This design comes from an exercise in tuning for small area, a short achievable clock period and few clock cycles on the open sky130 flow, not from production work. RTL that was checked went through simulation tests only; none was proved equivalent to the original. Power figures rest on the tool's default switching activity, not on a simulated workload.

==> flow/design.v <==
package lsu_pkg;
  localparam int WORD_W = 64;
  localparam int WORDS_PER_BEAT = 8;
  localparam int BEAT_W = WORD_W * WORDS_PER_BEAT;
  localparam int NUM_BANKS = 4;
  typedef logic [WORD_W-1:0] word_t;
  typedef logic [BEAT_W-1:0] beat_t;
  typedef logic [$clog2(NUM_BANKS)-1:0] bank_sel_t;
  typedef enum logic [1:0] {
    MODE_IDLE  = 2'd0,
    MODE_STORE = 2'd1,
    MODE_LOAD  = 2'd2
  } lsu_mode_t;
endpackage
import lsu_pkg::*;
module lsu_top (
  input  logic                        clk,
  input  logic                        rst_n,
  input  logic                        start,
  input  logic [1:0]                  mode,
  input  logic [31:0]                 len,
  input  logic [31:0]                 block_factor,
  input  logic [31:0]                 addr_offset,
  output logic                        done,
  input  logic [BEAT_W-1:0]           in_data,
  input  logic                        in_valid,
  output logic                        in_ready,
  output logic [BEAT_W-1:0]           out_data,
  output logic                        out_valid,
  input  logic                        out_ready,
  output logic [NUM_BANKS*12-1:0]     bank_addr,
  output logic [NUM_BANKS*WORD_W-1:0] bank_d,
  output logic [NUM_BANKS-1:0]        bank_ce,
  output logic [NUM_BANKS-1:0]        bank_we,
  input  logic [NUM_BANKS*WORD_W-1:0] bank_q
);
  logic        st_run;
  logic        ld_run;
  logic        is_store;
  logic        done_q;
  logic [11:0] nb_q;       
  logic [11:0] rem;        
  logic [11:0] addr_inc;
  logic [1:0]  bank;
  logic [11:0] addr;
  logic [7:0]  kh;         
  logic [11:0] beats;      
  logic        act;        
  logic        lastb;      
  logic        blk_end;    
  logic        bf_is1;
  logic [11:0] sn_rem;
  logic        sn_blk_end;
  logic [1:0]  sn_bank;
  logic [11:0] sn_addr;
  logic [3:0]  ce_q;
  logic [11:0] addr_q;
  logic [63:0] d_q;
  logic        rv1, rv2, rv3;
  logic        lw1, lw2, lw3;
  logic [3:0]  oh2, oh3;
  logic        hold;
  logic        sq_q;       
  logic        rdy_q;
  logic [BEAT_W-1:0] obuf;
  logic [2:0]  wk;
  logic        full;
  logic        o_last;
  logic        last_word;
  logic        st_step;
  logic        squash;
  logic        ld_issue;
  logic        step;
  logic        accept;
  logic [63:0] rd_word;
  logic [63:0] st_word;
  assign last_word = lastb && kh[7];
  assign st_step  = st_run && in_valid && act;
  assign squash   = rv3 && full && !out_ready;
  assign ld_issue = ld_run && act && !hold && !sq_q;
  assign step     = st_step || ld_issue;
  assign accept   = rv3 && (!full || out_ready);
  assign in_ready  = rdy_q;
  assign done      = done_q;
  assign out_valid = full;
  assign out_data  = obuf;
  assign bank_ce   = ce_q;
  assign bank_we   = {NUM_BANKS{is_store}};
  assign bank_addr = {NUM_BANKS{addr_q}};
  assign bank_d    = {NUM_BANKS{d_q}};
  always_ff @(posedge clk) begin
    if (!rst_n) begin
      st_run <= 1'b0;
      ld_run <= 1'b0;
      done_q <= 1'b0;
    end else begin
      done_q <= (st_step && last_word) || (ld_run && full && out_ready && o_last);
      if (start) begin
        st_run <= (mode == 2'd1);
        ld_run <= (mode == 2'd2);
      end else begin
        if (st_step && last_word) st_run <= 1'b0;
        if (full && out_ready && o_last) ld_run <= 1'b0;
      end
    end
  end
  always_ff @(posedge clk) begin
    if (start) is_store <= (mode == 2'd1);
  end
  assign addr_inc = (blk_end && bank != 2'd3) ? nb_q : 12'd1;
  always_ff @(posedge clk) begin
    if (start) begin
      nb_q  <= 12'd1 - block_factor[11:0];
      rem   <= 12'd1 - block_factor[11:0];
      bf_is1  <= (block_factor[11:0] == 12'd1);
      blk_end <= (block_factor[11:0] == 12'd1);
      act   <= 1'b1;
      lastb <= (len[14:3] == 12'd1);
      bank  <= 2'd0;
      addr  <= addr_offset[11:0];
      kh    <= 8'd1;
      beats <= len[14:3];
    end else if (sq_q) begin
      rem   <= sn_rem;
      blk_end <= sn_blk_end;
      bank  <= sn_bank;
      addr  <= sn_addr;
      kh    <= 8'd1;
    end else if (step) begin
      kh <= {kh[6:0], kh[7]};
      if (kh[7]) begin
        beats <= beats - 12'd1;
        lastb <= (beats == 12'd2);
        act   <= !lastb;
      end
      addr <= addr + addr_inc;
      if (blk_end) begin
        rem  <= nb_q;
        blk_end <= bf_is1;
        bank <= bank + 2'd1;
      end else begin
        rem  <= rem + 12'd1;
        blk_end <= (rem == 12'hfff);
      end
    end
  end
  always_ff @(posedge clk) begin
    if (ld_issue && kh[0]) begin
      sn_rem  <= rem;
      sn_blk_end <= blk_end;
      sn_bank <= bank;
      sn_addr <= addr;
    end
  end
  always_ff @(posedge clk) begin
    if (!rst_n) begin
      ce_q <= 4'd0;
    end else begin
      ce_q <= step ? (4'd1 << bank) : 4'd0;
    end
  end
  always_ff @(posedge clk) begin
    addr_q <= addr;
  end
  always_comb begin
    st_word = '0;
    for (int s = 0; s < WORDS_PER_BEAT; s++) begin
      st_word = st_word | (in_data[64*s +: 64] & {64{kh[s]}});
    end
  end
  always_ff @(posedge clk) begin
    d_q <= st_word;
  end
  always_ff @(posedge clk) begin
    if (!rst_n) begin
      rv1  <= 1'b0;
      rv2  <= 1'b0;
      rv3  <= 1'b0;
      hold <= 1'b0;
      sq_q <= 1'b0;
    end else begin
      sq_q <= squash;
      rv1  <= ld_issue && !squash;
      rv2  <= rv1 && !squash;
      rv3  <= rv2 && !squash;
      hold <= squash || (hold && !(full && out_ready));
    end
  end
  always_ff @(posedge clk) begin
    if (!rst_n || start) begin
      rdy_q <= 1'b0;
    end else if (st_step) begin
      rdy_q <= kh[6];
    end
  end
  always_ff @(posedge clk) begin
    lw1 <= last_word;
    lw2 <= lw1;
    lw3 <= lw2;
    oh2 <= ce_q;
    oh3 <= oh2;
  end
  always_comb begin
    rd_word = '0;
    for (int b = 0; b < NUM_BANKS; b++) begin
      rd_word = rd_word | (bank_q[64*b +: 64] & {64{oh3[b]}});
    end
  end
  always_ff @(posedge clk) begin
    if (!rst_n) begin
      full <= 1'b0;
    end else begin
      if (accept && wk == 3'd7) begin
        full <= 1'b1;
      end else if (full && out_ready) begin
        full <= 1'b0;
      end
    end
  end
  always_ff @(posedge clk) begin
    if (start) begin
      wk <= 3'd0;
    end else if (accept) begin
      wk <= wk + 3'd1;
    end
    if (accept && wk == 3'd7) o_last <= lw3;
  end
  always_ff @(posedge clk) begin
    if (accept && wk == 3'd0) obuf[63:0] <= rd_word;
    for (int s = 1; s < WORDS_PER_BEAT; s++) begin
      if (rv3 && wk == 3'(s)) obuf[64*s +: 64] <= rd_word;
    end
  end
endmodule
==> flow/config.mk <==
export PLATFORM = sky130hd
export DESIGN_NAME = lsu_top
export DESIGN_NICKNAME = lsu_top
export VERILOG_FILES = /design/flow/design.v
export SDC_FILE = /design/flow/constraint.sdc
export NUM_CORES = 4
export LEC_CHECK = 0
export CAP_MARGIN = 20
export CORE_AREA = 5 5 615 615
export DIE_AREA = 0 0 620 620
export SETUP_SLACK_MARGIN = 3.0
export SLEW_MARGIN = 20
==> flow/constraint.sdc <==
create_clock -name core_clock -period 5.5 [get_ports {clk}]
set_input_delay 1.1000 -clock core_clock [delete_from_list [all_inputs] [get_ports {clk}]]
set_output_delay 1.1000 -clock core_clock [all_outputs]
set_load 0.01 [all_outputs]
standard.sh (not shown) runs the stock make flow with config.mk's settings and CLKGATE_MAP_FILE= SYNTH_SCRIPT=/design/flow/synth_recipe.tcl, a recipe that flattens the netlist after the stock synthesis.
==> flow/flow/run.sh <==
#!/bin/bash
# Standard ORFS layout; the port buffers use the smallest buffer cell.
set -euo pipefail
export BUFFER_PORTS_ARGS="-buffer_cell sky130_fd_sc_hd__buf_1"
bash standard.sh > standard_flow.log 2>&1
Testbench counts at the start, summed over its fixed seeds: cycles 26,420.
==> next run, changes <==
--- a/flow/design.v
+++ b/flow/design.v
@@ -36,25 +36,26 @@
 );
   logic        st_run;
   logic        ld_run;
   logic        is_store;
   logic        done_q;
-  logic [11:0] nb_q;       
+  logic [11:0] bf_q;       
   logic [11:0] rem;        
-  logic [11:0] addr_inc;
   logic [1:0]  bank;
   logic [11:0] addr;
+  logic [11:0] row;        
   logic [7:0]  kh;         
   logic [11:0] beats;      
   logic        act;        
   logic        lastb;      
   logic        blk_end;    
   logic        bf_is1;
   logic [11:0] sn_rem;
   logic        sn_blk_end;
   logic [1:0]  sn_bank;
   logic [11:0] sn_addr;
+  logic [11:0] sn_row;
   logic [3:0]  ce_q;
   logic [11:0] addr_q;
   logic [63:0] d_q;
   logic        rv1, rv2, rv3;
   logic        lw1, lw2, lw3;
@@ -105,53 +106,61 @@
     end
   end
   always_ff @(posedge clk) begin
     if (start) is_store <= (mode == 2'd1);
   end
-  assign addr_inc = (blk_end && bank != 2'd3) ? nb_q : 12'd1;
   always_ff @(posedge clk) begin
     if (start) begin
-      nb_q  <= 12'd1 - block_factor[11:0];
-      rem   <= 12'd1 - block_factor[11:0];
+      bf_q  <= block_factor[11:0];
+      rem   <= block_factor[11:0];
       bf_is1  <= (block_factor[11:0] == 12'd1);
       blk_end <= (block_factor[11:0] == 12'd1);
       act   <= 1'b1;
       lastb <= (len[14:3] == 12'd1);
       bank  <= 2'd0;
       addr  <= addr_offset[11:0];
+      row   <= addr_offset[11:0];
       kh    <= 8'd1;
       beats <= len[14:3];
     end else if (sq_q) begin
       rem   <= sn_rem;
       blk_end <= sn_blk_end;
       bank  <= sn_bank;
       addr  <= sn_addr;
+      row   <= sn_row;
       kh    <= 8'd1;
     end else if (step) begin
       kh <= {kh[6:0], kh[7]};
       if (kh[7]) begin
         beats <= beats - 12'd1;
         lastb <= (beats == 12'd2);
         act   <= !lastb;
       end
-      addr <= addr + addr_inc;
       if (blk_end) begin
-        rem  <= nb_q;
+        rem  <= bf_q;
         blk_end <= bf_is1;
         bank <= bank + 2'd1;
+        if (bank == 2'd3) begin
+          addr <= addr + 12'd1;
+          row  <= addr + 12'd1;
+        end else begin
+          addr <= row;
+        end
       end else begin
-        rem  <= rem + 12'd1;
-        blk_end <= (rem == 12'hfff);
+        rem  <= rem - 12'd1;
+        blk_end <= (rem == 12'd2);
+        addr <= addr + 12'd1;
       end
     end
   end
   always_ff @(posedge clk) begin
     if (ld_issue && kh[0]) begin
       sn_rem  <= rem;
       sn_blk_end <= blk_end;
       sn_bank <= bank;
       sn_addr <= addr;
+      sn_row  <= row;
     end
   end
   always_ff @(posedge clk) begin
     if (!rst_n) begin
       ce_q <= 4'd0;
@@ -224,11 +233,10 @@
       wk <= wk + 3'd1;
     end
     if (accept && wk == 3'd7) o_last <= lw3;
   end
   always_ff @(posedge clk) begin
-    if (accept && wk == 3'd0) obuf[63:0] <= rd_word;
-    for (int s = 1; s < WORDS_PER_BEAT; s++) begin
-      if (rv3 && wk == 3'(s)) obuf[64*s +: 64] <= rd_word;
+    for (int s = 0; s < WORDS_PER_BEAT; s++) begin
+      if (accept && wk == 3'(s)) obuf[64*s +: 64] <= rd_word;
     end
   end
 endmodule
=> Hold slack barely changes; total power is about the same; wire length went up by about 17%; die area does not change; setup slack improves by 6.1 ps; maximum frequency is about the same.
Only the layout flow was run in the second run of this note; the RTL was not checked for function there.

afterwards: timing with drivers on the ports:
The flow's constraints put no driver on any port. The routed layouts listed below were extracted and timed again, unchanged, in two steps. Step 1: set_driving_cell puts a clkbuf_16 on clk and a buf_2 on each other input, an assumption about the parent block. Step 2 moves the port delays by t, midway between the first and last clock arrival at a register: inputs arrive t later, outputs are due t later. That takes back most of the time a late clock gives input paths. a / b / c = no drivers / after step 1 / after step 2; a / b = the first two.
run	shift t [ns]	setup slack, ns	worst setup path after step 2	clock arrival spread, ns	cell pins on the clock port's net
the first run	0.853	2.916 / 2.907 / 2.107	input to register	0.086 / 0.086	1
the second run	0.857	2.922 / 2.844 / 2.255	input to register	0.072 / 0.072	1
After both steps setup and hold are still met in every run listed. For the first run, which loses most, drivers alone change the setup slack by -0.009 ns; drivers and shift together by -0.809 ns.
